Context: an optimization exercise on an open-source flow, tuned for small area, a short achievable clock period and few clock cycles. The choices shown serve that exercise and are no tape-out recipe.
The RTL was checked by simulation tests, not by an equivalence proof against the original design.

[flow/run.sh]
#!/bin/bash
# synth_recipe.tcl (not shown) runs the flow's synth.tcl, then flattens the netlist and writes it again
# the make line also repeats each setting of config.mk as NAME=value (left out here)
make -C /OpenROAD-flow-scripts/flow DESIGN_CONFIG=/design/flow/config.mk WORK_HOME=/design/flow/orfs CLKGATE_MAP_FILE= SYNTH_SCRIPT=/design/flow/synth_recipe.tcl finish
[flow/constraint.sdc]
create_clock -name core_clock -period 12.0 [get_ports {clk}]
set_input_delay 2.4000 -clock core_clock [delete_from_list [all_inputs] [get_ports {clk}]]
set_output_delay 2.4000 -clock core_clock [all_outputs]
set_load 0.01 [all_outputs]
[flow/design.v]
`default_nettype none
module ntt_core (
    input  logic        clk,
    input  logic        reset,
    input  logic        cmd_valid,
    output logic        cmd_ready,
    input  logic [1:0]  cmd,
    input  logic        in_valid,
    output logic        in_ready,
    input  logic [12:0] in_data,
    output logic        out_valid,
    input  logic        out_ready,
    output logic [12:0] out_data,
    output logic        busy
);
    localparam logic [13:0] Q = 14'd7681;
    function automatic logic [27:0] ks27(input logic [26:0] a, input logic [26:0] b,
                                         input logic cin);
        logic [26:0] g, p, gg, pp, gn, pn;
        logic [27:0] r;
        g = a & b;
        p = a ^ b;
        gg = g;
        pp = p;
        gg[0] = g[0] | (p[0] & cin);
        for (int d = 1; d < 27; d = d * 2) begin
            gn = gg;
            pn = pp;
            for (int i = d; i < 27; i++) begin
                gn[i] = gg[i] | (pp[i] & gg[i-d]);
                pn[i] = pp[i] & pp[i-d];
            end
            gg = gn;
            pp = pn;
        end
        r[0] = p[0] ^ cin;
        for (int i = 1; i < 27; i++) r[i] = p[i] ^ gg[i-1];
        r[27] = gg[26];
        ks27 = r;
    endfunction
    function automatic logic [27:0] bk27(input logic [26:0] a, input logic [26:0] b,
                                         input logic cin);
        logic [26:0] g, p, gg, pp;
        logic [27:0] r;
        g = a & b;
        p = a ^ b;
        gg = g;
        pp = p;
        gg[0] = g[0] | (p[0] & cin);
        for (int d = 1; d < 27; d = d * 2) begin
            for (int i = 2 * d - 1; i < 27; i = i + 2 * d) begin
                gg[i] = gg[i] | (pp[i] & gg[i-d]);
                pp[i] = pp[i] & pp[i-d];
            end
        end
        for (int d = 8; d >= 1; d = d / 2) begin
            for (int i = 3 * d - 1; i < 27; i = i + 2 * d) begin
                gg[i] = gg[i] | (pp[i] & gg[i-d]);
                pp[i] = pp[i] & pp[i-d];
            end
        end
        r[0] = p[0] ^ cin;
        for (int i = 1; i < 27; i++) r[i] = p[i] ^ gg[i-1];
        r[27] = gg[26];
        bk27 = r;
    endfunction
    function automatic logic [53:0] csa27(input logic [26:0] x, input logic [26:0] y,
                                          input logic [26:0] z);
        logic [26:0] sm, cy;
        sm = x ^ y ^ z;
        cy = (x & y) | (x & z) | (y & z);
        csa27 = {sm, cy[25:0], 1'b0};
    endfunction
    function automatic logic [12:0] mod_add(input logic [12:0] a, input logic [12:0] b);
        logic [27:0] s, t;
        logic [53:0] c;
        s = ks27({14'd0, a}, {14'd0, b}, 1'b0);
        c = csa27({14'd0, a}, {14'd0, b}, 27'd8703);   
        t = ks27({12'd0, c[41:27]}, {12'd0, c[14:0]}, 1'b0);
        mod_add = t[14] ? t[12:0] : s[12:0];
    endfunction
    function automatic logic [12:0] mod_sub(input logic [12:0] a, input logic [12:0] b);
        logic [27:0] d, t;
        logic [53:0] c;
        d = ks27({14'd0, a}, {13'd0, ~{1'b0, b}}, 1'b1);         
        c = csa27({14'd0, a}, {13'd0, ~{1'b0, b}}, 27'd7682);   
        t = ks27({13'd0, c[40:27]}, {13'd0, c[13:0]}, 1'b0);
        mod_sub = d[14] ? d[12:0] : t[12:0];
    endfunction
    function automatic logic [12:0] tw_rom(input logic [3:0] r, input logic [2:0] e);
        logic [12:0] v;
        v = 13'd0;
        case ({r, e})
            {4'd14, 3'd0}: v = 13'd990; {4'd14, 3'd1}: v = 13'd7103; {4'd14, 3'd2}: v = 13'd2634; {4'd14, 3'd3}: v = 13'd5538;
            {4'd14, 3'd4}: v = 13'd7427; {4'd14, 3'd5}: v = 13'd4400; {4'd14, 3'd6}: v = 13'd6819; {4'd14, 3'd7}: v = 13'd6586;
            {4'd12, 3'd0}: v = 13'd990; {4'd12, 3'd1}: v = 13'd1095; {4'd12, 3'd2}: v = 13'd862; {4'd12, 3'd3}: v = 13'd3281;
            {4'd12, 3'd4}: v = 13'd254; {4'd12, 3'd5}: v = 13'd2143; {4'd12, 3'd6}: v = 13'd5047; {4'd12, 3'd7}: v = 13'd578;
            {4'd9, 3'd0}: v = 13'd990; {4'd9, 3'd1}: v = 13'd3281; {4'd9, 3'd2}: v = 13'd5047; {4'd9, 3'd3}: v = 13'd6586;
            {4'd9, 3'd4}: v = 13'd7427; {4'd9, 3'd5}: v = 13'd7103; {4'd9, 3'd6}: v = 13'd862; {4'd9, 3'd7}: v = 13'd2143;
            {4'd0, 3'd0}: v = 13'd990; {4'd0, 3'd1}: v = 13'd5538; {4'd0, 3'd2}: v = 13'd6819; {4'd0, 3'd3}: v = 13'd578;
            {4'd0, 3'd4}: v = 13'd254; {4'd0, 3'd5}: v = 13'd1095; {4'd0, 3'd6}: v = 13'd2634; {4'd0, 3'd7}: v = 13'd4400;
            {4'd8, 3'd0}: v = 13'd990; {4'd8, 3'd1}: v = 13'd2143; {4'd8, 3'd2}: v = 13'd6819; {4'd8, 3'd3}: v = 13'd7103;
            {4'd8, 3'd4}: v = 13'd254; {4'd8, 3'd5}: v = 13'd6586; {4'd8, 3'd6}: v = 13'd2634; {4'd8, 3'd7}: v = 13'd3281;
            {4'd1, 3'd0}: v = 13'd990; {4'd1, 3'd1}: v = 13'd4400; {4'd1, 3'd2}: v = 13'd5047; {4'd1, 3'd3}: v = 13'd1095;
            {4'd1, 3'd4}: v = 13'd7427; {4'd1, 3'd5}: v = 13'd578; {4'd1, 3'd6}: v = 13'd862; {4'd1, 3'd7}: v = 13'd5538;
            {4'd7, 3'd0}: v = 13'd990; {4'd7, 3'd1}: v = 13'd6586; {4'd7, 3'd2}: v = 13'd862; {4'd7, 3'd3}: v = 13'd4400;
            {4'd7, 3'd4}: v = 13'd254; {4'd7, 3'd5}: v = 13'd5538; {4'd7, 3'd6}: v = 13'd5047; {4'd7, 3'd7}: v = 13'd7103;
            {4'd5, 3'd0}: v = 13'd990; {4'd5, 3'd1}: v = 13'd578; {4'd5, 3'd2}: v = 13'd2634; {4'd5, 3'd3}: v = 13'd2143;
            {4'd5, 3'd4}: v = 13'd7427; {4'd5, 3'd5}: v = 13'd3281; {4'd5, 3'd6}: v = 13'd6819; {4'd5, 3'd7}: v = 13'd1095;
            default: v = 13'd0;
        endcase
        tw_rom = v;
    endfunction
    function automatic logic [3:0] bitrev4(input logic [3:0] x);
        bitrev4 = {x[0], x[1], x[2], x[3]};
    endfunction
    localparam logic [1:0] S_IDLE = 2'd0;
    localparam logic [1:0] S_LTW  = 2'd1;
    localparam logic [1:0] S_LD   = 2'd2;
    localparam logic [1:0] S_POST = 2'd3;
    localparam logic [5:0] ST_OUT = 6'd32;   
    localparam logic [5:0] ST_END = 6'd48;   
    logic [1:0] state, state_n;
    logic [5:0] st, st_n;
    logic       run_ok, run_ok_n;   
    logic [3:0] root, root_n;       
    logic       ov;                 
    logic       o1v;                
    logic [3:0] o1t;                
    logic [4:0] want;               
    logic       rdy, bsy, inr;      
    logic cmd_fire, in_fire, oissue, oload, orewind;
    assign cmd_ready = rdy;
    assign busy      = bsy;
    assign in_ready  = inr;
    assign out_valid = ov;
    assign cmd_fire  = cmd_valid && rdy;
    assign in_fire   = in_valid && inr;
    assign oissue    = (state == S_POST) && run_ok && st[5] && !st[4];
    assign oload     = o1v && (o1t == want[3:0]) && !want[4] && (!ov || out_ready);
    assign orewind   = o1v && (o1t == want[3:0]) && !want[4] && !oload;
    logic last_tw, last_ld, done;
    assign last_tw = (st[2:0] == 3'd7);
    assign last_ld = (st[3:0] == 4'd15);
    assign done    = want[4] && ov && out_ready;
    always_comb begin
        state_n  = state;
        st_n     = st;
        run_ok_n = run_ok;
        root_n   = root;
        case (state)
            S_IDLE: begin
                st_n     = '0;
                run_ok_n = 1'b0;
                if (cmd_fire) begin
                    case (cmd)
                        2'd0:    state_n = S_LTW;
                        2'd1:    state_n = S_LD;
                        default: state_n = S_IDLE;
                    endcase
                end
            end
            S_LTW: begin
                if (in_fire) begin
                    st_n = st + 6'd1;
                    if (st[2:0] == 3'd1) root_n = {in_data[0], in_data[1], in_data[3], in_data[4]};
                    if (last_tw) state_n = S_IDLE;
                end
            end
            S_LD: begin
                if (in_fire) begin
                    st_n = st + 6'd1;
                    if (last_ld) state_n = S_POST;
                end
            end
            default: begin   
                if (cmd_fire && cmd == 2'd2) run_ok_n = 1'b1;
                if (orewind) st_n = {2'b10, want[3:0]};
                else if (!st[5] || oissue) st_n = st + 6'd1;
                if (done) state_n = S_IDLE;
            end
        endcase
    end
    always_ff @(posedge clk or posedge reset) begin
        if (reset) begin
            state  <= S_IDLE;
            st     <= '0;
            run_ok <= 1'b0;
            root   <= '0;
            o1v    <= 1'b0;
            want   <= '0;
        end else begin
            state  <= state_n;
            st     <= st_n;
            run_ok <= run_ok_n;
            root   <= root_n;
            o1v <= oissue;
            if (state != S_POST) want <= '0;
            else if (oload) want <= want + 5'd1;
        end
    end
    logic rdy_n, inr_n;
    always_comb begin
        case (state)
            S_IDLE:  rdy_n = !(cmd_fire && !cmd[1]);
            S_LTW:   rdy_n = in_fire && last_tw;
            S_LD:    rdy_n = in_fire && last_ld;
            default: rdy_n = (!run_ok && !(cmd_fire && cmd == 2'd2)) || done;
        endcase
        case (state)
            S_IDLE:  inr_n = cmd_fire && !cmd[1];
            S_LTW:   inr_n = !(in_fire && last_tw);
            S_LD:    inr_n = !(in_fire && last_ld);
            default: inr_n = 1'b0;
        endcase
    end
    always_ff @(posedge clk) begin
        rdy <= rdy_n;
        bsy <= !rdy_n;
        inr <= inr_n;
        ov  <= (state == S_POST) && (oload || (ov && !out_ready));
        o1t <= st[3:0];
    end
    logic [3:0] ta, tb, nx;
    logic [2:0] te;
    assign nx = st[3:0] + 4'd1;
    always_comb begin
        ta = 4'd0;
        tb = 4'd0;
        te = 3'd0;
        case (nx)
            4'd0: begin ta = 4'd0; tb = 4'd4; te = 3'd0; end
            4'd1: begin ta = 4'd1; tb = 4'd5; te = 3'd2; end
            4'd2: begin ta = 4'd2; tb = 4'd6; te = 3'd4; end
            4'd3: begin ta = 4'd3; tb = 4'd7; te = 3'd6; end
            4'd4: begin ta = 4'd8; tb = 4'd12; te = 3'd0; end
            4'd5: begin ta = 4'd9; tb = 4'd13; te = 3'd2; end
            4'd6: begin ta = 4'd10; tb = 4'd14; te = 3'd4; end
            4'd7: begin ta = 4'd11; tb = 4'd15; te = 3'd6; end
            4'd8: begin ta = 4'd0; tb = 4'd2; te = 3'd0; end
            4'd9: begin ta = 4'd1; tb = 4'd3; te = 3'd4; end
            4'd10: begin ta = 4'd8; tb = 4'd10; te = 3'd0; end
            4'd11: begin ta = 4'd9; tb = 4'd11; te = 3'd4; end
            4'd12: begin ta = 4'd4; tb = 4'd6; te = 3'd0; end
            4'd13: begin ta = 4'd5; tb = 4'd7; te = 3'd4; end
            4'd14: begin ta = 4'd12; tb = 4'd14; te = 3'd0; end
            4'd15: begin ta = 4'd13; tb = 4'd15; te = 3'd4; end
            default: ;
        endcase
    end
    logic [3:0] t_a, t_b;
    logic [2:0] t_e, t_x0, t_x1;
    logic       t_pa;
    always_ff @(posedge clk) begin
        t_a  <= ta;
        t_b  <= tb;
        t_e  <= te;
        t_pa <= ^ta;
        t_x0 <= (^ta) ? tb[3:1] : ta[3:1];
        t_x1 <= (^ta) ? ta[3:1] : tb[3:1];
    end
    logic       is_ld, is_ops;
    logic       op_v, op_ld, op_in, op_bf;
    logic [3:0] op_a, op_b, brv;
    logic [2:0] op_e;
    logic       pa;
    logic [2:0] x0, x1;
    assign is_ld  = (state == S_LD);
    assign is_ops = (state == S_POST) && !st[5];
    assign brv    = bitrev4(st[3:0]);
    always_comb begin
        op_in = is_ld;
        op_ld = is_ld && !st[3];
        op_bf = is_ld ? st[3] : is_ops;
        op_v  = is_ld ? in_fire : (is_ops && st[4]);
        if (is_ld) begin
            op_a = {1'b0, st[2:0]};
            op_b = {1'b1, st[2:0]};
            op_e = st[2:0];
            pa   = ^op_a;
            x0   = pa ? op_b[3:1] : op_a[3:1];
            x1   = pa ? op_a[3:1] : op_b[3:1];
        end else if (is_ops) begin
            op_a = t_a;
            op_b = t_b;
            op_e = t_e;
            pa   = t_pa;
            x0   = t_x0;
            x1   = t_x1;
        end else begin
            op_a = brv & 4'b1110;
            op_b = brv | 4'b0001;
            op_e = 3'd0;
            pa   = ^brv[3:1];
            x0   = brv[3:1];
            x1   = brv[3:1];
        end
    end
    logic [12:0] rf [16];
    logic [12:0] rd0, rd1;
    always_comb begin
        case (x0)
            3'd0: rd0 = rf[0];
            3'd1: rd0 = rf[3];
            3'd2: rd0 = rf[5];
            3'd3: rd0 = rf[6];
            3'd4: rd0 = rf[9];
            3'd5: rd0 = rf[10];
            3'd6: rd0 = rf[12];
            default: rd0 = rf[15];
        endcase
        case (x1)
            3'd0: rd1 = rf[1];
            3'd1: rd1 = rf[2];
            3'd2: rd1 = rf[4];
            3'd3: rd1 = rf[7];
            3'd4: rd1 = rf[8];
            3'd5: rd1 = rf[11];
            3'd6: rd1 = rf[13];
            default: rd1 = rf[14];
        endcase
    end
    logic [12:0] e1_u, e1_v;
    logic        e1_ld, e1_bf, e1_neg;
    logic [3:0]  e1_a, e1_b;
    logic [2:0]  e1_e;
    always_ff @(posedge clk) begin
        begin
            e1_u   <= op_ld ? 13'd0 : (pa ? rd1 : rd0);
            e1_v   <= op_in ? in_data : (pa ? rd0 : rd1);
            e1_ld  <= op_v && op_ld;
            e1_bf  <= op_v && op_bf;
            e1_a   <= op_a;
            e1_b   <= op_b;
            e1_e   <= op_e;
            e1_neg <= st[5] && st[3];   
        end
    end
    logic [12:0] e2_s, e2_d;
    assign e2_s = mod_add(e1_u, e1_v);
    assign e2_d = mod_sub(e1_u, e1_v);
    logic [12:0] s_r, d_r, oreg;
    logic        s_we;
    logic [3:0]  s_a;
    always_ff @(posedge clk) begin
        begin
            s_r   <= e2_s;
            d_r   <= e2_d;
            if (oload) oreg <= e1_neg ? e2_d : e2_s;
            s_we  <= e1_ld || e1_bf;
            s_a   <= e1_a;
        end
    end
    assign out_data = oreg;
    logic [12:0] m_d, m_w;
    assign m_d = d_r;
    logic [25:0] m_s, m_c, m_p;
    logic [16:0] m_t1;
    logic [14:0] m_t2;
    logic        m_v [5];
    logic [3:0]  m_b [5];
    logic [26:0] pp [13];
    for (genvar i = 0; i < 13; i++) begin : g_pp
        assign pp[i] = 27'({14'd0, m_d & {13{m_w[i]}}} << i);
    end
    logic [53:0] l1a, l1b, l1c, l1d, l2a, l2b, l2c, l3a, l3b, l4a, l5;
    assign l1a = csa27(pp[0], pp[1], pp[2]);
    assign l1b = csa27(pp[3], pp[4], pp[5]);
    assign l1c = csa27(pp[6], pp[7], pp[8]);
    assign l1d = csa27(pp[9], pp[10], pp[11]);
    assign l2a = csa27(l1a[53:27], l1a[26:0], l1b[53:27]);
    assign l2b = csa27(l1b[26:0], l1c[53:27], l1c[26:0]);
    assign l2c = csa27(l1d[53:27], l1d[26:0], pp[12]);
    assign l3a = csa27(l2a[53:27], l2a[26:0], l2b[53:27]);
    assign l3b = csa27(l2b[26:0], l2c[53:27], l2c[26:0]);
    assign l4a = csa27(l3a[53:27], l3a[26:0], l3b[53:27]);
    assign l5  = csa27(l4a[53:27], l4a[26:0], l3b[26:0]);
    logic [27:0] k_p;
    logic [53:0] k1a, k2a;
    logic [27:0] k_t1;
    assign k_p = bk27({1'b0, m_s}, {1'b0, m_c}, 1'b0);
    assign k1a = csa27({14'd0, m_p[8:0], 4'd0}, {10'd0, ~{8'd0, m_p[8:0]}},
                       {10'd0, ~m_p[25:9]});
    assign k2a = csa27(k1a[53:27], k1a[26:0], 27'd122898);
    assign k_t1 = bk27({10'd0, k2a[43:27]}, {10'd0, k2a[16:0]}, 1'b0);
    logic [53:0] j1a, j2a;
    logic [27:0] k_t2;
    assign j1a = csa27({12'd0, m_t1[8:0], 4'd0}, {12'd0, ~{6'd0, m_t1[8:0]}},
                       {12'd0, ~{7'd0, m_t1[16:9]}});
    assign j2a = csa27(j1a[53:27], j1a[26:0], 27'd7683);
    assign k_t2 = bk27({12'd0, j2a[41:27]}, {12'd0, j2a[14:0]}, 1'b0);
    always_ff @(posedge clk) begin
        m_w  <= tw_rom(root, e1_e);
        m_s  <= l5[52:27];
        m_c  <= l5[25:0];
        m_p  <= k_p[25:0];
        m_t1 <= k_t1[16:0];
        m_t2 <= k_t2[14:0];
        m_v[0] <= e1_bf;
        m_b[0] <= e1_b;
        for (int i = 1; i < 5; i++) begin
            m_v[i] <= m_v[i-1];
            m_b[i] <= m_b[i-1];
        end
    end
    logic [27:0] m_tm;
    logic [12:0] m_res;
    assign m_tm  = bk27({12'd0, m_t2}, 27'd25087, 1'b0);   
    assign m_res = m_tm[15] ? m_tm[12:0] : m_t2[12:0];
    always_ff @(posedge clk) begin
        for (int k = 0; k < 16; k++) begin
            if (s_we && s_a == 4'(k)) begin
                rf[k] <= s_r;
            end else if (m_v[4] && m_b[4] == 4'(k)) begin
                rf[k] <= m_res;
            end
        end
    end
endmodule
`default_nettype wire
[flow/config.mk]
export PLATFORM = sky130hd
export DESIGN_NAME = ntt_core
export DESIGN_NICKNAME = ntt_core
export VERILOG_FILES = /design/flow/design.v
export SDC_FILE = /design/flow/constraint.sdc
export NUM_CORES = 4
export LEC_CHECK = 0
export CAP_MARGIN = 20
export CORE_MARGIN = 2
export CORE_UTILIZATION = 35
export SLEW_MARGIN = 20
==> results of run 1 <==
## flip-flops by register name (all words and copies together), names as in the netlist, 5 cells and up
| name | count |
|---|---|
| rf | 208 |
| m_p | 26 |
| m_s | 26 |
| m_b | 20 |
| m_c | 20 |
| m_t1 | 17 |
| m_t2 | 14 |
| d_r | 13 |
| e1_u | 13 |
| e1_v | 13 |
| m_w | 13 |
| oreg | 13 |
| s_r | 13 |
| st | 6 |
| m_v | 5 |
| want | 5 |
## cell usage in the layout, fill, tap and decap left out, drive strengths merged, types with 21 or more instances in the layout
cell / count
edfxtp: 221
and2: 122
mux2: 46
a221oi: 32
mux2i: 23
xor2: 28
clkdlybuf4s50: 36
a21oi: 203
a21o: 23
xnor2: 50
nor2: 229
fa: 168
o21ai: 198
clkbuf: 69
nand2: 301
o22ai: 23
nor3: 44
a211oi: 22
buf: 21
inv: 315
ha: 205
dfxtp: 233
nand3: 35
## metrics by stage
step | hold slack (ns) | area [um^2] | worst slack, ns | utilization
6_report | 0.3216 | 32220 | 7.765 | 0.3912
5_1_grt | 0.3330 | 32220 | 7.543 | 0.3912
4_1_cts | 0.3234 | 32200 | 7.776 | 0.3909
3_5_place_dp | 0.3121 | 30440 | 7.440 | 0.3696
3_3_place_gp | 0.3108 | 30440 | 7.479 | 0.3696
2_1_floorplan | 0.3096 | 29230 | 8.233 | -
## how the worst max path moves through the flow
stage / start / slack, ns / depth (start not counted) / endpoint
after global routing: state[0] / 7.54 / 12 / e1_u[4]
after global placement: out_ready / 7.48 / 6 / want[3]
after CTS: state[0] / 7.78 / 12 / e1_v[0]
final: state[0] / 7.76 / 12 / e1_v[0]
after detailed placement: out_ready / 7.44 / 6 / want[3]
after floorplan: out_ready / 8.23 / 6 / want[3]
## critical path, cell delays in order, from the launching register on
cell and delay, ns:
dfrtp_1 0.42, inv_1 0.10, ha_2 0.17, buf_4 0.41
inv_1 0.31, nor2_1 0.40, a21oi_2 0.10, buf_4 0.27
nor2_1 0.69, a211oi_1 0.17, o32ai_1 0.76, o22ai_1 0.20
a21oi_1 0.14
## cells by family after synthesis
family	synth area share
buf+inv	0.06540
xor+xnor	0.02594
compound gates	0.1468
flops	0.4028
fa+ha+maj	0.2028
simple gates	0.1287
mux	0.02756
## metal layers
layer	vias up	share of wire	GRT usage	wire length, um
li1	10010	-	-	-
met1	10230	0.44	0.2534	35060
met2	766	0.45	0.2853	35340
met3	161	0.074	0.03200	5847
met4	0	0.032	0.06266	2557
met5	-	0	0	0
## layout make-up
class / instances / area, um^2 / share of cell area
multi-input cells: 2012 / 15650 / 0.4858
flip-flops and latches: 473 / 11780 / 0.3655
clock buffers: 69 / 1459 / 0.04528
well taps: 1070 / 1339 / 0.04155
inverters: 313 / 1175 / 0.03646
repair buffers: 57 / 518.0 / 0.01608
clock inverters: 27 / 300.3 / 0.009320
==> summary.txt, run 1 <==
Slew @ Worst Pin=around 1.1 ns; final cycle utilization of the critical path=0.3529; vias=approximately 21000; CTS tree=done; HP Class=flop to flop; First DRT Iteration DRCs=between 1500 and 2000; Mean Syn Cell Area=9.853 um^2; Cell Area, Synth=slightly below 30000 um^2; r2r worst-path depth=12; Pre-antenna DRT Iters=5; Slew Viols, Final=0; clk_skew=about 0.047 ns; Core ar.=about 80000 um^2; layout cells sized above 1=0.07557; Hold Crit Start=m_v[3]; postcts setup bufs=0; placed wire-length estimate=a little under 60000 um; Max-Cap Viols=0; top_reg_cell synth=dfxtp_1; chip width=293.0 um; #FFs+latches synth=around 470; non-filler cells, final=between 4000 and 5000; async set-or-reset flop fraction in the synthesized netlist=0.04017; R2R setup slack=between 7 and 8 ns; Warnings, synthesis=5; top-count cell post-synth=inv_1; unrepaired setup endpoints after global routing=false; fin crit period=approximately 4.2 ns; critical path type=flop to flop; Rel. slew slack=0.2378; post-cts sizing count=0; Post-synth EDFFs=around 220; routed wire length=78810 um; hold_buf cts=0; outcome=timing/DRC/antenna clean; maximum root-to-sink buffer count=3; starting density of the core=0.3549; placed insts=3925; Worst setup EP type=flop; aggregate global routing overflow=0; net count reported at finish=approximately 3300; Yosys top cell by area=edfxtp_1; Critical R2R Launch=state[0]; clock-pin slew on the worst setup and hold paths=approximately 0.060 ns; Netlist cell types=93; Sink Count=between 400 and 500; initial antenna violation count=1; area delta synth->final=10.22%; Final Setup Violations=0; count of input and output buffers=36; final hold vios=0; Antenna diodes=0; Yosys top cell area share=0.2270; Worst EP required=12.53 ns; largest net degree at the start of global routing=51; synth cell count leaders=312 x inv_1, 297 x nand2_1, 233 x dfxtp_1; Skew-Pair Late Insertion Delay=about 0.62 ns; first-pass GRT wire length=roughly 120000 um; worst r2r dst=e1_v[0]; Synth area leaders=edfxtp_1 23%, dfxtp_1 16%, fa_1 12%; H-Tree Depth=2; hold endpoint=m_v[4]; fillcell total=8026; Die H=around 300 um; CP startpoint kind=flop; Num CTS Buffers=51; sequential-to-total area share from yosys stat=0.4028; Die ar.=about 86000 um^2; f_max=about 240 MHz; worst-path maximum fanout=slightly above 40; Antenna Violating Nets Remaining=0; final setup TNS=0 ns; clk root buf=clkbuf_16; # DRC=0; Overall Global Routing Usage=0.1820; # IOs=37; GP Congestion=just under 0.9; cell count of the worst hold path=0; Routed WL per cell=19.60 um; Mapped Cells=between 2000 and 3000; Vias/cell=5.263; Data arrival, critical path=4.77 ns; number of global-route vias before repair=around 21000; row count=roughly 110; Syn Nets=between 3000 and 4000
Testbench counts, summed over its fixed seeds: cycles 9,792.
==> run 2: changes to the inputs <==
--- a/flow/config.mk
+++ b/flow/config.mk
@@ -6,4 +6,5 @@
 export NUM_CORES = 4
 export LEC_CHECK = 0
+export ABC_AREA = 1
 export CAP_MARGIN = 20
 export CORE_MARGIN = 2
==> summary.txt, run 2 <==
outcome=timing/DRC/antenna clean; row count=between 100 and 150; aggregate global routing overflow=0; r2r worst-path depth=12; critical path type=flop to flop; fillcell total=between 8000 and 9000; Antenna Violating Nets Remaining=0; f_max=roughly 220 MHz; final cycle utilization of the critical path=0.3780; worst r2r dst=e1_v[12]; placed wire-length estimate=~65000 um; DP Area=about 32000 um^2; Core ar.=about 86000 um^2; Synth area leaders=edfxtp_1 22%, dfxtp_1 15%, fa_1 11%; worst-path maximum fanout=39; Slew Viols, Final=0; clk_skew=0.07363 ns; number of global-route vias before repair=between 20000 and 25000; Yosys top cell area share=0.2187; area delta synth->final=10.79%; Overall Global Routing Usage=0.2039; Mean Syn Cell Area=about 8.3 um^2; Hold Worst Slack=around 0.32 ns; most frequent cells in the layout=833 x nand2_1, 603 x inv_1, 284 x nand3_1; wl on met1=38590 um; Syn Nets=slightly above 4000; Largest regs=rf: 208 flops, m_p: 26 flops, m_s: 26 flops; Antenna diodes=0; maximum root-to-sink buffer count=3; # DRC=0; postcts setup bufs=0; clock-pin slew on the worst setup and hold paths=0.06 ns; Die ar.=slightly below 90000 um^2; vias=24650; Final WS setup=around 7.5 ns; layout cells sized above 1=0.04975; Netlist cell types=56; post-cts sizing count=0; initial antenna violation count=3; sequential-to-total area share from yosys stat=0.3880; max FFs per register=around 210; Warnings, synthesis=5; worst slack, placed=roughly 7 ns; First DRT Iteration DRCs=about 2500; Sink Count=473; count of input and output buffers=36; HP Class=flop to flop; met3 wire length=about 7400 um; DR top layer=met4; CP startpoint kind=flop; Worst setup EP type=flop; Critical R2R Launch=state[0]; Pre-antenna DRT Iters=6; Yosys top cell by area=edfxtp_1; Num CTS Buffers=53; clk root buf=clkbuf_16; Routed WL per cell=approximately 19 um; Vias/cell=roughly 5.2; Max-Cap Viols=0; async set-or-reset flop fraction in the synthesized netlist=0.04017; hold_buf cts=0; Slew @ Worst Pin=roughly 1.1 ns; first-pass GRT wire length=141200 um; #FFs+latches synth=roughly 470; H-Tree Depth=2; largest net degree at the start of global routing=40; Worst EP required=roughly 13 ns; non-filler cells, final=between 4000 and 5000; # IOs=37; Biggest register=rf; CP endpoint=e1_v[12]; GP Congestion=0.9314; final setup TNS=0 ns; Cell Area, Synth=between 30000 and 40000 um^2; Post-synth EDFFs=about 220; final hold vios=0; fin crit period=4.536 ns; chip width=just under 300 um; top_reg_cell synth=dfxtp_1; Data arrival, critical path=5.11 ns; placed insts=between 4000 and 5000; crit path from=state[0]; unrepaired setup endpoints after global routing=false; top-count cell post-synth=nand2_1; R2R setup slack=around 7.5 ns; most common cell after layout, fill and taps aside=nand2_1; routed wire length=approximately 92000 um; CTS tree=done; Mapped Cells=about 3600; met2 WL=between 40000 and 50000 um; Final Setup Violations=0; net count reported at finish=roughly 4000; Rel. slew slack=0.2326; Die H=between 200 and 300 um; Skew-Pair Late Insertion Delay=about 0.66 ns; post-route cell area=around 34000 um^2; starting density of the core=0.3547; synth cell count leaders=834 x nand2_1, 603 x inv_1, 284 x nand3_1
## run 2: layout make-up
type / instances / area, um^2 / share of cell area
flip-flops and latches: 473 / 11780 / 0.3503
well taps: 1144 / 1431 / 0.04257
inverters: 613 / 2301 / 0.06844
multi-input cells: 2390 / 15550 / 0.4627
clock buffers: 71 / 1474 / 0.04384
repair buffers: 62 / 555.5 / 0.01652
clock inverters: 29 / 526.8 / 0.01567
## run 2: stage by stage
stage	utilization
2_1_floorplan	-
5_1_grt	0.3930
4_1_cts	0.3929
6_report	0.3930
3_5_place_dp	0.3695
3_3_place_gp	0.3695
## run 2: worst max-delay path, cell delays in order (launching register included)
cell	delay (ns)
dfrtp_1	0.39
inv_1	0.09
ha_1	0.50
inv_1	0.69
nand3_1	0.39
nand2_1	0.16
buf_4	0.40
inv_2	0.41
nor2_1	0.83
nand2_1	0.11
nand3_1	0.26
nand2_1	0.08
nand3_1	0.08
## run 2: layer usage
metal	track usage	vias to the layer above
li1	-	11610
met1	0.2726	11820
met2	0.3308	1032
met3	0.02697	194
met4	0.08854	0
met5	0	-
## run 2: logic make-up (layout without fill, tap and decap cells)
| logic type | after synthesis | in the layout | share of synthesized area |
|---|---|---|---|
| AOI/OAI and AO/OA | 435 | 435 | 0.08081 |
| xor gates and xnor gates | 66 | 66 | 0.01905 |
| adders and majority gates | 373 | 373 | 0.1953 |
| buffers and inverters | 784 | 775 | 0.1013 |
| DFF | 473 | 473 | 0.3880 |
| muxes | 1 | 1 | 0.0003298 |
| and+or+nand+nor | 1515 | 1515 | 0.2152 |
## run 2: worst min-delay path by stage
stage,start,endpoint,slack [ns],cells past startpoint
2_1_floorplan,e1_b[0],m_b[0][0],0.31,0
3_3_place_gp,e1_a[0],s_a[0],0.31,0
3_5_place_dp,m_b[3][1],m_b[4][1],0.31,0
4_1_cts,m_b[3][1],m_b[4][1],0.33,0
5_1_grt,m_s[2],m_p[2],0.33,0
6_report,e1_b[0],m_b[0][0],0.32,0
==> run 3: changes to the inputs <==
--- a/flow/design.v
+++ b/flow/design.v
@@ -249,52 +249,39 @@
         endcase
     end
-    logic [3:0] t_a, t_b;
-    logic [2:0] t_e, t_x0, t_x1;
-    logic       t_pa;
-    always_ff @(posedge clk) begin
-        t_a  <= ta;
-        t_b  <= tb;
-        t_e  <= te;
-        t_pa <= ^ta;
-        t_x0 <= (^ta) ? tb[3:1] : ta[3:1];
-        t_x1 <= (^ta) ? ta[3:1] : tb[3:1];
-    end
-    logic       is_ld, is_ops;
-    logic       op_v, op_ld, op_in, op_bf;
-    logic [3:0] op_a, op_b, brv;
+    logic [3:0] dn_a, dn_b, brn;
+    logic [2:0] dn_e, dn_x0, dn_x1;
+    logic       dn_pa, dn_ld, dn_in, dn_bf, dn_ops;
+    assign brn   = bitrev4(st_n[3:0]);
+    assign dn_pa = ^dn_a;
+    assign dn_x0 = dn_pa ? dn_b[3:1] : dn_a[3:1];
+    assign dn_x1 = dn_pa ? dn_a[3:1] : dn_b[3:1];
+    logic n_ld, n_ops;
+    assign n_ld   = (state_n == S_LD);
+    assign n_ops  = (state_n == S_POST) && !st_n[5];
+    assign dn_in  = n_ld;
+    assign dn_ld  = n_ld && !st_n[3];
+    assign dn_bf  = n_ld ? st_n[3] : n_ops;
+    assign dn_ops = n_ops;
+    assign dn_a   = n_ld ? {1'b0, st_n[2:0]} : n_ops ? ta : (brn & 4'b1110);
+    assign dn_b   = n_ld ? {1'b1, st_n[2:0]} : n_ops ? tb : (brn | 4'b0001);
+    assign dn_e   = n_ld ? st_n[2:0] : n_ops ? te : 3'd0;
+    logic       op_v, op_ld, op_in, op_bf, op_ops;
+    logic [3:0] op_a, op_b;
     logic [2:0] op_e;
     logic       pa;
     logic [2:0] x0, x1;
-    assign is_ld  = (state == S_LD);
-    assign is_ops = (state == S_POST) && !st[5];
-    assign brv    = bitrev4(st[3:0]);
-    always_comb begin
-        op_in = is_ld;
-        op_ld = is_ld && !st[3];
-        op_bf = is_ld ? st[3] : is_ops;
-        op_v  = is_ld ? in_fire : (is_ops && st[4]);
-        if (is_ld) begin
-            op_a = {1'b0, st[2:0]};
-            op_b = {1'b1, st[2:0]};
-            op_e = st[2:0];
-            pa   = ^op_a;
-            x0   = pa ? op_b[3:1] : op_a[3:1];
-            x1   = pa ? op_a[3:1] : op_b[3:1];
-        end else if (is_ops) begin
-            op_a = t_a;
-            op_b = t_b;
-            op_e = t_e;
-            pa   = t_pa;
-            x0   = t_x0;
-            x1   = t_x1;
-        end else begin
-            op_a = brv & 4'b1110;
-            op_b = brv | 4'b0001;
-            op_e = 3'd0;
-            pa   = ^brv[3:1];
-            x0   = brv[3:1];
-            x1   = brv[3:1];
-        end
+    always_ff @(posedge clk) begin
+        op_a   <= dn_a;
+        op_b   <= dn_b;
+        op_e   <= dn_e;
+        pa     <= dn_pa;
+        x0     <= dn_x0;
+        x1     <= dn_x1;
+        op_ld  <= dn_ld;
+        op_in  <= dn_in;
+        op_bf  <= dn_bf;
+        op_ops <= dn_ops;
     end
+    assign op_v = op_in ? in_fire : op_ops;
     logic [12:0] rf [16];
     logic [12:0] rd0, rd1;
--- a/flow/config.mk
+++ b/flow/config.mk
@@ -6,5 +6,4 @@
 export NUM_CORES = 4
 export LEC_CHECK = 0
-export ABC_AREA = 1
 export CAP_MARGIN = 20
 export CORE_MARGIN = 2
==> summary.txt, run 3 <==
outcome=timing/DRC/antenna clean; final cycle utilization of the critical path=0.4319; H-Tree Depth=2; first-pass GRT wire length=approximately 120000 um; post-cts sizing count=0; maximum root-to-sink buffer count=3; Rel. slew slack=0.2556; DP Area=30640 um^2; CP Cell Sequence=clkdlybuf4s50_1, and2_1, nand3_1, a41o_1, nand3_1, inv_1, and2_2, a221oi_2, mux2i_1, xnor2_2, mux2i_1; Mapped Cells=about 3000; largest net degree at the start of global routing=a little under 50; layout cells sized above 1=0.08044; CP startpoint kind=input pin; Vias/cell=5.155; aggregate global routing overflow=0; most common cell after layout, fill and taps aside=inv_1; Crit-path slowest cell=clkdlybuf4s50_1; hold_buf cts=0; post-route cell area=32450 um^2; Mean Syn Cell Area=about 10 um^2; row count=about 110; HP Class=flop to flop; routed wire length=around 74000 um; async set-or-reset flop fraction in the synthesized netlist=0.03942; fillcell total=8103; most frequent cells in the layout=324 x inv_1, 282 x nand2_1, 242 x nor2_1; Antenna Violating Nets Remaining=0; Sink Count=482; non-filler cells, final=roughly 4000; postcts setup bufs=0; Core ar.=83290 um^2; fin crit period=5.183 ns; Die ar.=between 80000 and 90000 um^2; Netlist cell types=90; GP Congestion=0.8762; top_reg_cell synth=dfxtp_1; CTS tree=done; First DRT Iteration DRCs=about 1700; worst-path maximum fanout=11; placed insts=3917; Data arrival, critical path=about 5.7 ns; chip width=293.6 um; final setup TNS=0 ns; Antenna diodes=0; Synth area leaders=edfxtp_1 23%, dfxtp_1 17%, fa_1 11%; count of input and output buffers=36; number of global-route vias before repair=approximately 20000; footprint of the multi-input gates=15590 um^2; initial antenna violation count=0; critical path type=input pin to flop; placed wire-length estimate=between 50000 and 60000 um; Final Util=0.3896; #FFs+latches synth=482; Slew @ Worst Pin=1.116 ns; Biggest register=rf; top-count cell post-synth=inv_1; Cell Area, Synth=29350 um^2; register area=between 10000 and 15000 um^2; Final Setup Violations=0; Worst setup EP type=flop; Die H=slightly below 300 um; clock-pin slew on the worst setup and hold paths=0.06 ns; Skew-Pair Late Insertion Delay=roughly 0.62 ns; unrepaired setup endpoints after global routing=false; Syn Nets=3341; starting density of the core=0.3524; Worst EP required=between 10 and 15 ns; Overall Global Routing Usage=0.1737; r2r worst-path depth=14; max FFs per register=~210; clk_skew=between 0.03 and 0.04 ns; net count reported at finish=about 3300; clk root buf=clkbuf_16; area delta synth->final=10.54%; Warnings, synthesis=5; Pre-antenna DRT Iters=5; final hold vios=0; Post-synth EDFFs=221; max incr delay on CP=about 0.49 ns; Num CTS Buffers=between 50 and 60; # DRC=0; Largest regs=rf: 208 flops, m_p: 26 flops, m_s: 26 flops; synth cell count leaders=324 x inv_1, 282 x nand2_1, 243 x nor2_1; f_max=between 150 and 200 MHz; sequential-to-total area share from yosys stat=0.4073; Max-Cap Viols=0; vias=between 20000 and 25000; Routed WL per cell=18.53 um; Yosys top cell by area=edfxtp_1; # IOs=37; cell count of the worst hold path=0; Slew Viols, Final=0; Yosys top cell area share=0.2261
run 3: layout make-up:
type | count | share of cell area
repair buffers | 57 | 0.01589
multi-input cells | 1971 | 0.4804
inverters | 328 | 0.03795
well taps | 1080 | 0.04165
clock inverters | 30 | 0.01188
flip-flops and latches | 482 | 0.3686
clock buffers | 66 | 0.04365
run 3: logic make-up after synthesis:
logic type,Yosys count,share of synthesized area
fa+ha+maj,373,0.2020
compound gates,603,0.1232
xor+xnor,78,0.02481
mux,113,0.05213
simple gates,804,0.1262
flops,482,0.4073
buf+inv,495,0.06432
run 3: final timing paths:
| kind | slack (ns) | to | startpoint |
|---|---|---|---|
| max in group asynchronous | 9.21 | want[0] | reset |
| hold reg to reg | 0.32 | m_v[4] | m_v[3] |
| min in group asynchronous | 2.27 | o1v | reset |
| setup reg to reg | 8.08 | oreg[11] | e1_v[1] |
| hold / removal | 0.32 | m_v[4] | m_v[3] |
| setup / recovery | 6.82 | x0[1] | in_valid |
run 3: critical path: cells and delay by family:
kind	cells	cell delay (ns)
AO/OA/AOI/OAI	2	0.62
buffers and inverters	2	0.70
multiplexers	2	0.42
AND/OR/NAND/NOR	4	1.13
XOR/XNOR	1	0.41
run 3: through the flow:
stage          hold slack (ns)  setup slack (ns)
2_1_floorplan           0.3096             7.479
3_3_place_gp            0.3115             6.291
3_5_place_dp            0.3121             6.252
4_1_cts                 0.3239             6.883
5_1_grt                 0.3273             6.586
6_report                0.3224             6.817
run 3: per-layer routing:
layer,vias to the layer above,wire [um],global-route usage,part of all wire
met2,680,33850,0.2741,0.46
met5,-,0,0,0
li1,9835,-,-,-
met1,10100,34180,0.2497,0.46
met4,0,1533,0.04393,0.021
met3,77,4829,0.02538,0.065
Testbench counts of run 3, summed over its fixed seeds: cycles 9,792.
==> run 4: changes to the inputs <==
--- a/flow/design.v
+++ b/flow/design.v
@@ -249,21 +249,36 @@
         endcase
     end
-    logic [3:0] dn_a, dn_b, brn;
-    logic [2:0] dn_e, dn_x0, dn_x1;
-    logic       dn_pa, dn_ld, dn_in, dn_bf, dn_ops;
-    assign brn   = bitrev4(st_n[3:0]);
-    assign dn_pa = ^dn_a;
-    assign dn_x0 = dn_pa ? dn_b[3:1] : dn_a[3:1];
-    assign dn_x1 = dn_pa ? dn_a[3:1] : dn_b[3:1];
-    logic n_ld, n_ops;
-    assign n_ld   = (state_n == S_LD);
-    assign n_ops  = (state_n == S_POST) && !st_n[5];
-    assign dn_in  = n_ld;
-    assign dn_ld  = n_ld && !st_n[3];
-    assign dn_bf  = n_ld ? st_n[3] : n_ops;
-    assign dn_ops = n_ops;
-    assign dn_a   = n_ld ? {1'b0, st_n[2:0]} : n_ops ? ta : (brn & 4'b1110);
-    assign dn_b   = n_ld ? {1'b1, st_n[2:0]} : n_ops ? tb : (brn | 4'b0001);
-    assign dn_e   = n_ld ? st_n[2:0] : n_ops ? te : 3'd0;
+    function automatic logic [21:0] mkdec(input logic [1:0] kind, input logic [3:0] x,
+                                          input logic [3:0] ta_, input logic [3:0] tb_,
+                                          input logic [2:0] te_);
+        logic       ld, inb, bf, ops, p;
+        logic [3:0] a, b, br;
+        logic [2:0] e;
+        br  = bitrev4(x);
+        ld  = (kind == 2'd0) && !x[3];
+        inb = (kind == 2'd0);
+        bf  = (kind == 2'd0) ? x[3] : (kind == 2'd1);
+        ops = (kind == 2'd1);
+        a   = (kind == 2'd0) ? {1'b0, x[2:0]} : (kind == 2'd1) ? ta_ : (br & 4'b1110);
+        b   = (kind == 2'd0) ? {1'b1, x[2:0]} : (kind == 2'd1) ? tb_ : (br | 4'b0001);
+        e   = (kind == 2'd0) ? x[2:0] : (kind == 2'd1) ? te_ : 3'd0;
+        p   = ^a;
+        mkdec = {ld, inb, bf, ops, a, b, e, p, (p ? b[3:1] : a[3:1]), (p ? a[3:1] : b[3:1])};
+    endfunction
+    logic [3:0]  st1;
+    logic [21:0] c_ld_hold, c_ld_inc, c_ops, c_out0, c_out_hold, c_out_inc, c_out_rew, c_ld0, dn;
+    assign st1        = st[3:0] + 4'd1;
+    assign c_ld_hold  = mkdec(2'd0, st[3:0], ta, tb, te);
+    assign c_ld_inc   = mkdec(2'd0, st1, ta, tb, te);
+    assign c_ops      = mkdec(2'd1, st1, ta, tb, te);    
+    assign c_out0     = mkdec(2'd2, 4'd0, ta, tb, te);
+    assign c_out_hold = mkdec(2'd2, st[3:0], ta, tb, te);
+    assign c_out_inc  = mkdec(2'd2, st1, ta, tb, te);
+    assign c_out_rew  = mkdec(2'd2, want[3:0], ta, tb, te);
+    assign c_ld0      = mkdec(2'd0, 4'd0, ta, tb, te);
+    assign dn = (state == S_LD)   ? (in_fire ? (last_ld ? c_ops : c_ld_inc) : c_ld_hold) :
+                (state == S_POST) ? (!st[5] ? ((st[4:0] == 5'd31) ? c_out0 : c_ops) :
+                                     orewind ? c_out_rew : oissue ? c_out_inc : c_out_hold) :
+                c_ld0;
     logic       op_v, op_ld, op_in, op_bf, op_ops;
     logic [3:0] op_a, op_b;
@@ -272,16 +287,7 @@
     logic [2:0] x0, x1;
     always_ff @(posedge clk) begin
-        op_a   <= dn_a;
-        op_b   <= dn_b;
-        op_e   <= dn_e;
-        pa     <= dn_pa;
-        x0     <= dn_x0;
-        x1     <= dn_x1;
-        op_ld  <= dn_ld;
-        op_in  <= dn_in;
-        op_bf  <= dn_bf;
-        op_ops <= dn_ops;
+        {op_ld, op_in, op_bf, op_ops, op_a, op_b, op_e, pa, x0, x1} <= dn;
     end
-    assign op_v = op_in ? in_fire : op_ops;
+    assign op_v = op_in ? (in_fire && state == S_LD) : op_ops;
     logic [12:0] rf [16];
     logic [12:0] rd0, rd1;
==> summary.txt, run 4 <==
# IOs=37; CP bufs+invs=1; unrepaired setup endpoints after global routing=false; Pre-antenna DRT Iters=5; Core ar.=approximately 84000 um^2; clk_skew=just over 0.04 ns; Yosys top cell by area=edfxtp_1; Num CTS Buffers=50; number of global-route vias before repair=approximately 21000; Final WS setup=between 7 and 8 ns; first-pass GRT wire length=roughly 120000 um; area delta synth->final=10.15%; post-route cell area=between 30000 and 40000 um^2; Overall Global Routing Usage=0.1762; Post-synth EDFFs=approximately 220; CP startpoint kind=input pin; most frequent cells in the layout=312 x nand2_1, 302 x inv_1, 240 x dfxtp_1; fin crit period=4.427 ns; Worst EP required=about 12 ns; count of input and output buffers=36; Synth area leaders=edfxtp_1 22%, dfxtp_1 16%, fa_1 11%; Data arrival, critical path=between 4 and 5 ns; Die H=approximately 300 um; initial antenna violation count=0; HP Class=flop to flop; f_max=about 230 MHz; top_reg_cell synth=dfxtp_1; Vias/cell=approximately 5.1; largest net degree at the start of global routing=52; Mapped Cells=roughly 3100; synth cell count leaders=312 x nand2_1, 302 x inv_1, 242 x dfxtp_1; final cycle utilization of the critical path=0.3690; maximum root-to-sink buffer count=3; Crit-path slowest cell=a32oi_1; worst-path maximum fanout=13; Antenna diodes=0; CP Cell Sequence=clkdlybuf4s50_1, nor2b_1, nand4_1, a32oi_1, nand3_1, o21ai_0, a21oi_1; most common cell after layout, fill and taps aside=nand2_1; Warnings, synthesis=5; top-count cell post-synth=nand2_1; placed wire-length estimate=approximately 55000 um; Slew @ Worst Pin=~1.2 ns; non-filler cells, final=about 4200; Mean Syn Cell Area=around 9.7 um^2; Routed WL per cell=~18 um; final hold vios=0; layout cells sized above 1=0.06899; DP Area=~31000 um^2; routed wire length=~76000 um; placed insts=just over 4000; postcts setup bufs=0; max incr delay on CP=1.02 ns; Largest regs=rf: 208 flops, m_p: 26 flops, m_s: 26 flops; Slew Viols, Final=0; Sink Count=482; Biggest register=rf; critical path's top delay family=compound AO/OA/AOI/OAI gates; aggregate global routing overflow=0; Rel. slew slack=0.2245; hold_buf cts=0; Netlist cell types=76; post-cts sizing count=0; Worst setup EP type=flop; chip width=295.7 um; H-Tree Depth=2; outcome=timing/DRC/antenna clean; max FFs per register=approximately 210; Skew-Pair Late Insertion Delay=between 0.6 and 0.7 ns; # DRC=0; starting density of the core=0.3548; #FFs+latches synth=between 400 and 500; net count reported at finish=between 3000 and 4000; async set-or-reset flop fraction in the synthesized netlist=0.03942; GP Congestion=0.8638; CTS tree=done; row count=between 100 and 150; sequential-to-total area share from yosys stat=0.4014; clk root buf=clkbuf_16; Yosys top cell area share=0.2228; vias=about 21000; Final Setup Violations=0; Cell Area, Synth=29780 um^2; Die ar.=approximately 87000 um^2; Antenna Violating Nets Remaining=0; worst slack, placed=7.061 ns; final setup TNS=0 ns; First DRT Iteration DRCs=approximately 1700; clock-pin slew on the worst setup and hold paths=about 0.07 ns; Syn Nets=around 3500; critical path type=input pin to flop; Max-Cap Viols=0
run 4: changes by cell type in the layout (fill, tap and decap cells not counted), moves of 13 or more:
cell / previous run / this run
o21ai_0: 167 / 218
nand2_1: 282 / 312
inv_1: 324 / 302
nor2b_1: 17 / 37
a211oi_1: 9 / 24
buf_4: 20 / 34
mux2_2: 46 / 33
run 4: area by class of cell:
cell class / instances / area (um^2)
Clock inverter: 26 / 245.2
Clock buffer: 68 / 1400
Timing Repair Buffer: 71 / 626.9
Fill cell: 8178 / 51150
Multi-Input combinational cell: 2093 / 16010
Inverter: 304 / 1141
Tap cell: 1134 / 1419
Sequential cell: 482 / 11960
run 4: cell families after synthesis:
group	Yosys count	share of synthesized area
simple gates	886	0.1385
compound gates	665	0.1340
buf+inv	494	0.06314
flops	482	0.4014
fa+ha+maj	372	0.1986
mux	89	0.03970
xor+xnor	81	0.02458
run 4: per-stage QoR:
step / util / hold slack [ns]
final: 0.3908 / 0.3182
after global routing: 0.3908 / 0.3291
after CTS: 0.3906 / 0.3233
after detailed placement: 0.3710 / 0.3121
after global placement: 0.3710 / 0.3108
after floorplan: - / 0.3096
run 4: final timing paths:
kind	startpoint	endpoint	slack [ns]	cells past startpoint
hold / removal	m_b[3][2]	m_b[4][2]	0.32	0
hold reg to reg	m_b[3][2]	m_b[4][2]	0.32	0
max in group asynchronous	reset	root[1]	9.22	2
setup reg to reg	e1_u[2]	oreg[4]	8.21	12
min in group asynchronous	reset	run_ok	2.24	2
setup / recovery	out_ready	st[5]	7.57	7
run 4: routing by layer:
metal | routed length (um) | GRT usage
met4 | 1344 | 0.04011
met1 | 35000 | 0.2460
met5 | 0 | 0
met3 | 4641 | 0.02548
met2 | 34930 | 0.2886
Testbench counts of run 4, summed over its fixed seeds: cycles 9,792.
==> run 5: changes to the inputs <==
--- a/flow/config.mk
+++ b/flow/config.mk
@@ -9,3 +9,5 @@
 export CORE_MARGIN = 2
 export CORE_UTILIZATION = 35
+export CTS_CLUSTER_DIAMETER = 90
+export CTS_CLUSTER_SIZE = 26
 export SLEW_MARGIN = 20
==> summary.txt, run 5 <==
Pre-antenna DRT Iters=5; Routed WL per cell=between 15 and 20 um; worst-path maximum fanout=13; postcts setup bufs=0; worst r2r dst=oreg[4]; Hold Worst Slack=0.3080 ns; Final Setup Violations=0; Warnings, synthesis=5; chip width=295.7 um; initial antenna violation count=1; area delta synth->final=7.633%; top_reg_cell synth=dfxtp_1; GP Congestion=0.8638; clock-pin slew on the worst setup and hold paths=about 0.10 ns; starting density of the core=0.3548; Data arrival, critical path=4.86 ns; unrepaired setup endpoints after global routing=false; most frequent cells in the layout=312 x nand2_1, 302 x inv_1, 240 x dfxtp_1; Num CTS Buffers=26; # IOs=37; Slew Viols, Final=0; Worst EP required=between 10 and 15 ns; Netlist cell types=76; post-cts sizing count=0; Die H=295.7 um; r2r worst-path depth=12; final setup TNS=0 ns; First DRT Iteration DRCs=~1800; net count reported at finish=3370; Yosys top cell by area=edfxtp_1; routed wire length=approximately 75000 um; Biggest register=rf; CP startpoint kind=input pin; HP Class=flop to flop; maximum root-to-sink buffer count=3; Slew @ Worst Pin=around 1.1 ns; outcome=timing/DRC/antenna clean; final hold vios=0; Critical R2R Launch=e1_u[2]; Max-Cap Viols=0; synth cell count leaders=312 x nand2_1, 302 x inv_1, 242 x dfxtp_1; Core ar.=~84000 um^2; fin crit period=between 4 and 5 ns; #FFs+latches synth=between 400 and 500; Synth area leaders=edfxtp_1 22%, dfxtp_1 16%, fa_1 11%; H-Tree Depth=1; count of input and output buffers=36; most common cell after layout, fill and taps aside=nand2_1; footprint of the multi-input gates=roughly 16000 um^2; Largest regs=rf: 208 flops, m_p: 26 flops, m_s: 26 flops; Overall Global Routing Usage=0.1738; clk root buf=clkbuf_16; register area=around 12000 um^2; Post-synth EDFFs=221; Syn Nets=between 3000 and 4000; fillcell total=approximately 8200; Die ar.=slightly below 90000 um^2; CTS tree=done; # DRC=0; Skew-Pair Late Insertion Delay=0.61 ns; layout cells sized above 1=0.05704; max FFs per register=208; f_max=~230 MHz; Antenna Violating Nets Remaining=0; Sink Count=482; first-pass GRT wire length=between 100000 and 150000 um; Mapped Cells=3069; Hold Crit Start=m_b[3][2]; Rel. slew slack=0.2512; critical path type=input pin to flop; Worst setup EP type=flop; placed wire-length estimate=roughly 55000 um; top-count cell post-synth=nand2_1; Cell Area, Synth=29780 um^2; cell count of the worst hold path=0; aggregate global routing overflow=0; Antenna diodes=0; Yosys top cell area share=0.2228; hold endpoint=m_b[4][2]; Vias/cell=between 5 and 6; clk_skew=around 0.039 ns; Mean Syn Cell Area=about 9.7 um^2; sequential-to-total area share from yosys stat=0.4014; number of global-route vias before repair=20970; async set-or-reset flop fraction in the synthesized netlist=0.03942; final cycle utilization of the critical path=0.3653; largest net degree at the start of global routing=52; vias=around 21000; R2R setup slack=between 8 and 9 ns; hold_buf cts=0; row count=106
-- run 5: cell counts after synthesis --
No cell type changed its count.
-- run 5: kinds of logic after synthesis --
kind of cell               count (synthesis)  synth area share
buffers and inverters                    494           0.06314
DFF                                      482            0.4014
and+or+nand+nor                          886            0.1385
adders and majority gates                372            0.1986
AOI/OAI and AO/OA                        665            0.1340
xor gates and xnor gates                  81           0.02458
muxes                                     89           0.03970
-- run 5: area by class of cell --
| class | instances | area share |
|---|---|---|
| Clock inverter | 13 | 0.005308 |
| Sequential cell | 482 | 0.3731 |
| Inverter | 304 | 0.03560 |
| Multi-Input combinational cell | 2093 | 0.4999 |
| Clock buffer | 35 | 0.02233 |
| Timing Repair Buffer | 71 | 0.01955 |
| Tap cell | 1134 | 0.04426 |
-- run 5: per-layer routing --
layer  vias up  part of all wire  track usage
met1     10250              0.46       0.2411
met4         2             0.024      0.04531
met5         -           0.00012            0
li1      10200                 -            -
met2       642              0.45       0.2819
met3        87             0.066      0.02780
-- run 5: worst max-delay path, cell delays in order --
cell and delay [ns]:
clkdlybuf4s50_1 0.43, nor2b_1 0.19, nand4_1 0.51, a32oi_1 0.99, nand3_1 0.13, o21ai_0 0.11, a21oi_1 0.09
-- run 5: per-stage QoR --
step	util	cell area (um^2)	instances	worst slack [ns]
after floorplan	-	29780	3069	8.158
after global placement	0.3710	31150	4083	6.975
after detailed placement	0.3710	31150	4083	7.061
after CTS	0.3816	32030	4131	7.683
after global routing	0.3818	32060	4132	7.382
final	0.3818	32060	4132	7.616
-- run 5: how the worst max path moves through the flow --
stage / startpoint / to / slack (ns) / cells after the start
global placement: out_ready / st[5] / 6.97 / 7
floorplan: out_ready / want[3] / 8.16 / 5
CTS: out_ready / st[5] / 7.68 / 7
finish: out_ready / st[5] / 7.62 / 7
detailed placement: out_ready / st[5] / 7.06 / 7
global route: out_ready / st[4] / 7.38 / 6
==> run 6: changes to the inputs <==
--- a/flow/design.v
+++ b/flow/design.v
@@ -130,5 +130,5 @@
     logic [4:0] want;               
     logic       rdy, bsy, inr;      
-    logic cmd_fire, in_fire, oissue, oload, orewind;
+    logic cmd_fire, in_fire, oissue, oload, orewind, orew_r;
     assign cmd_ready = rdy;
     assign busy      = bsy;
@@ -176,5 +176,5 @@
             default: begin   
                 if (cmd_fire && cmd == 2'd2) run_ok_n = 1'b1;
-                if (orewind) st_n = {2'b10, want[3:0]};
+                if (orew_r) st_n = {2'b10, want[3:0]};
                 else if (!st[5] || oissue) st_n = st + 6'd1;
                 if (done) state_n = S_IDLE;
@@ -189,4 +189,5 @@
             root   <= '0;
             o1v    <= 1'b0;
+            orew_r <= 1'b0;
             want   <= '0;
         end else begin
@@ -196,4 +197,5 @@
             root   <= root_n;
             o1v <= oissue;
+            orew_r <= orewind && (state == S_POST);
             if (state != S_POST) want <= '0;
             else if (oload) want <= want + 5'd1;
@@ -279,5 +281,5 @@
     assign dn = (state == S_LD)   ? (in_fire ? (last_ld ? c_ops : c_ld_inc) : c_ld_hold) :
                 (state == S_POST) ? (!st[5] ? ((st[4:0] == 5'd31) ? c_out0 : c_ops) :
-                                     orewind ? c_out_rew : oissue ? c_out_inc : c_out_hold) :
+                                     orew_r ? c_out_rew : oissue ? c_out_inc : c_out_hold) :
                 c_ld0;
     logic       op_v, op_ld, op_in, op_bf, op_ops;
--- a/flow/config.mk
+++ b/flow/config.mk
@@ -9,5 +9,3 @@
 export CORE_MARGIN = 2
 export CORE_UTILIZATION = 35
-export CTS_CLUSTER_DIAMETER = 90
-export CTS_CLUSTER_SIZE = 26
 export SLEW_MARGIN = 20
==> summary.txt, run 6 <==
post-cts sizing count=0; Crit-path slowest cell=clkdlybuf4s50_1; CP startpoint kind=flop; final setup TNS=0 ns; Worst setup EP type=output port; cell count of the worst hold path=0; async set-or-reset flop fraction in the synthesized netlist=0.04141; Yosys top cell area share=0.2218; Die H=approximately 300 um; max incr delay on CP=0.58 ns; synth cell count leaders=317 x nand2_1, 306 x inv_1, 253 x o21ai_0; aggregate global routing overflow=0; first-pass GRT wire length=121300 um; hold endpoint=m_p[5]; Yosys top cell by area=edfxtp_1; Data arrival, critical path=around 1.6 ns; most frequent cells in the layout=317 x nand2_1, 306 x inv_1, 243 x nor2_1; Sink Count=around 480; Syn Nets=3505; maximum root-to-sink buffer count=3; row count=between 100 and 150; R2R setup slack=approximately 8.2 ns; HP Class=flop to flop; Antenna Violating Nets Remaining=0; Final Util=0.3902; Worst EP required=around 9.6 ns; sequential-to-total area share from yosys stat=0.4004; Final Setup Violations=0; clock-pin slew on the worst setup and hold paths=0.07 ns; Mean Syn Cell Area=9.612 um^2; clk root buf=clkbuf_16; Core ar.=roughly 85000 um^2; Biggest register=rf; max FFs per register=around 210; Critical R2R Launch=e1_u[2]; placed wire-length estimate=~55000 um; fin crit period=4.022 ns; CP bufs+invs=1; Final WS setup=7.978 ns; unrepaired setup endpoints after global routing=false; count of input and output buffers=36; Die ar.=a little under 90000 um^2; clk_skew=around 0.067 ns; number of global-route vias before repair=21040; Post-synth EDFFs=221; First DRT Iteration DRCs=1548; CTS tree=done; Warnings, synthesis=5; Antenna diodes=0; f_max=around 250 MHz; initial antenna violation count=0; #FFs+latches synth=slightly below 500; postcts setup bufs=0; post-route cell area=33120 um^2; # DRC=0; GP Congestion=around 0.88; Pre-antenna DRT Iters=5; net count reported at finish=3429; worst-path maximum fanout=1; CP Cell Sequence=clkdlybuf4s50_1; hold_buf cts=0; chip width=296.4 um; Cell Area, Synth=about 30000 um^2; worst r2r dst=oreg[2]; DP Area=between 30000 and 40000 um^2; Num CTS Buffers=50; final cycle utilization of the critical path=0.3352; Routed WL per cell=~18 um; top-count cell post-synth=nand2_1; worst slack, placed=roughly 7.5 ns; r2r worst-path depth=12; final hold vios=0; routed wire length=roughly 76000 um; Hold Crit Start=m_s[5]; Mapped Cells=roughly 3100; largest net degree at the start of global routing=60; Vias/cell=a little over 5; top_reg_cell synth=dfxtp_1; area delta synth->final=10.68%; critical path type=flop to output port; Netlist cell types=76; Slew Viols, Final=0; Overall Global Routing Usage=0.1755; H-Tree Depth=2; Slew @ Worst Pin=approximately 1.1 ns; Skew-Pair Late Insertion Delay=0.65 ns; most common cell after layout, fill and taps aside=nand2_1; vias=approximately 22000; layout cells sized above 1=0.07048; Max-Cap Viols=0; outcome=timing/DRC/antenna clean; Rel. slew slack=0.2822; Largest regs=rf: 208 flops, m_p: 26 flops, m_s: 26 flops; # IOs=37; Synth area leaders=edfxtp_1 22%, dfxtp_1 16%, fa_1 11%; critical path's top delay family=buffers and inverters; starting density of the core=0.3525
## run 6: cell types whose count changed in the layout (fill, tap and decap cells not counted), moves of 11 or more
cell,delta
clkbuf_16,+24
o21ai_0,+14
mux4_2,-11
a21oi_1,-16
mux2i_1,+15
## run 6: worst max-delay path by stage
stage	start	endpoint	slack (ns)	cells past startpoint
2_1_floorplan	out_ready	want[3]	8.16	5
3_3_place_gp	in_valid	st[0]	7.50	5
3_5_place_dp	in_valid	st[0]	7.49	5
4_1_cts	oreg[12]	out_data[12]	7.92	1
5_1_grt	in_valid	st[0]	7.93	5
6_report	oreg[6]	out_data[6]	7.98	1
## run 6: area by class of cell
cell class                 instances  area [um^2]
timing repair buffer              66        585.6
fill                            8383        51760
inverter                         307         1152
sequential                       483        11980
tap                             1144         1431
multi-input combinational       2129        16120
clock inverter                    38        516.7
clock buffer                      56         1325
## run 6: cell families (layout without fill, tap and decap cells)
kind of cell | Yosys count | count (layout) | share of synthesized area
AOI/OAI and AO/OA | 678 | 678 | 0.1359
xor gates and xnor gates | 82 | 82 | 0.02476
adders and majority gates | 372 | 372 | 0.1977
buffers and inverters | 501 | 467 | 0.06369
DFF | 483 | 483 | 0.4004
muxes | 98 | 98 | 0.03814
and+or+nand+nor | 899 | 899 | 0.1394
## run 6: layer usage
metal	global-route usage	vias up	routed length, um
li1	-	10390	-
met1	0.2472	10400	34860
met2	0.2852	640	35240
met3	0.02331	90	4459
met4	0.04311	0	1578
met5	0	-	0
## run 6: through the flow
stage | instances | hold WS, ns
after floorplan | 3113 | 0.3096
after global placement | 4129 | 0.3118
after detailed placement | 4129 | 0.3121
after CTS | 4223 | 0.3261
after global routing | 4223 | 0.3290
final | 4223 | 0.3254
Testbench counts of run 6, summed over its fixed seeds: cycles 9,792.

## separate check: timing with driven ports
Ports are ideal in the flow. The routed layouts listed here were re-timed in OpenROAD. Step 1, drivers: a clkbuf_16 drives clk and a buf_2 each remaining input, both assumed. Step 2 also shifts input and output timing later by t, the mid clock arrival at the registers, as if the neighbouring blocks saw the same clock. Three values: ideal, step 1, step 2; two values: the first two.
run | t (ns) | setup WS [ns] | worst hold slack (ns) | worst data-port slew with drivers (ns) | pins driven straight from the clock port
run 1 | 0.655 | 7.765 / 7.765 / 7.472 | 0.322 / 0.322 / 0.322 | 0.05 | 1
run 2 | 0.684 | 7.464 / 7.464 / 7.464 | 0.325 / 0.325 / 0.325 | 0.05 | 1
run 3 | 0.669 | 6.817 / 6.852 / 6.182 | 0.322 / 0.322 / 0.322 | 0.06 | 1
run 4 | 0.661 | 7.573 / 7.613 / 6.952 | 0.318 / 0.318 / 0.318 | 0.04 | 1
run 5 | 0.651 | 7.616 / 7.653 / 7.002 | 0.308 / 0.308 / 0.308 | 0.04 | 1
run 6 | 0.666 | 7.978 / 7.922 / 7.435 | 0.325 / 0.325 / 0.325 | 0.05 | 1
After both steps every run listed still meets setup and hold. The setup slack of run 3, which loses most, moves by +0.035 ns with the drivers and by -0.635 ns with both steps.
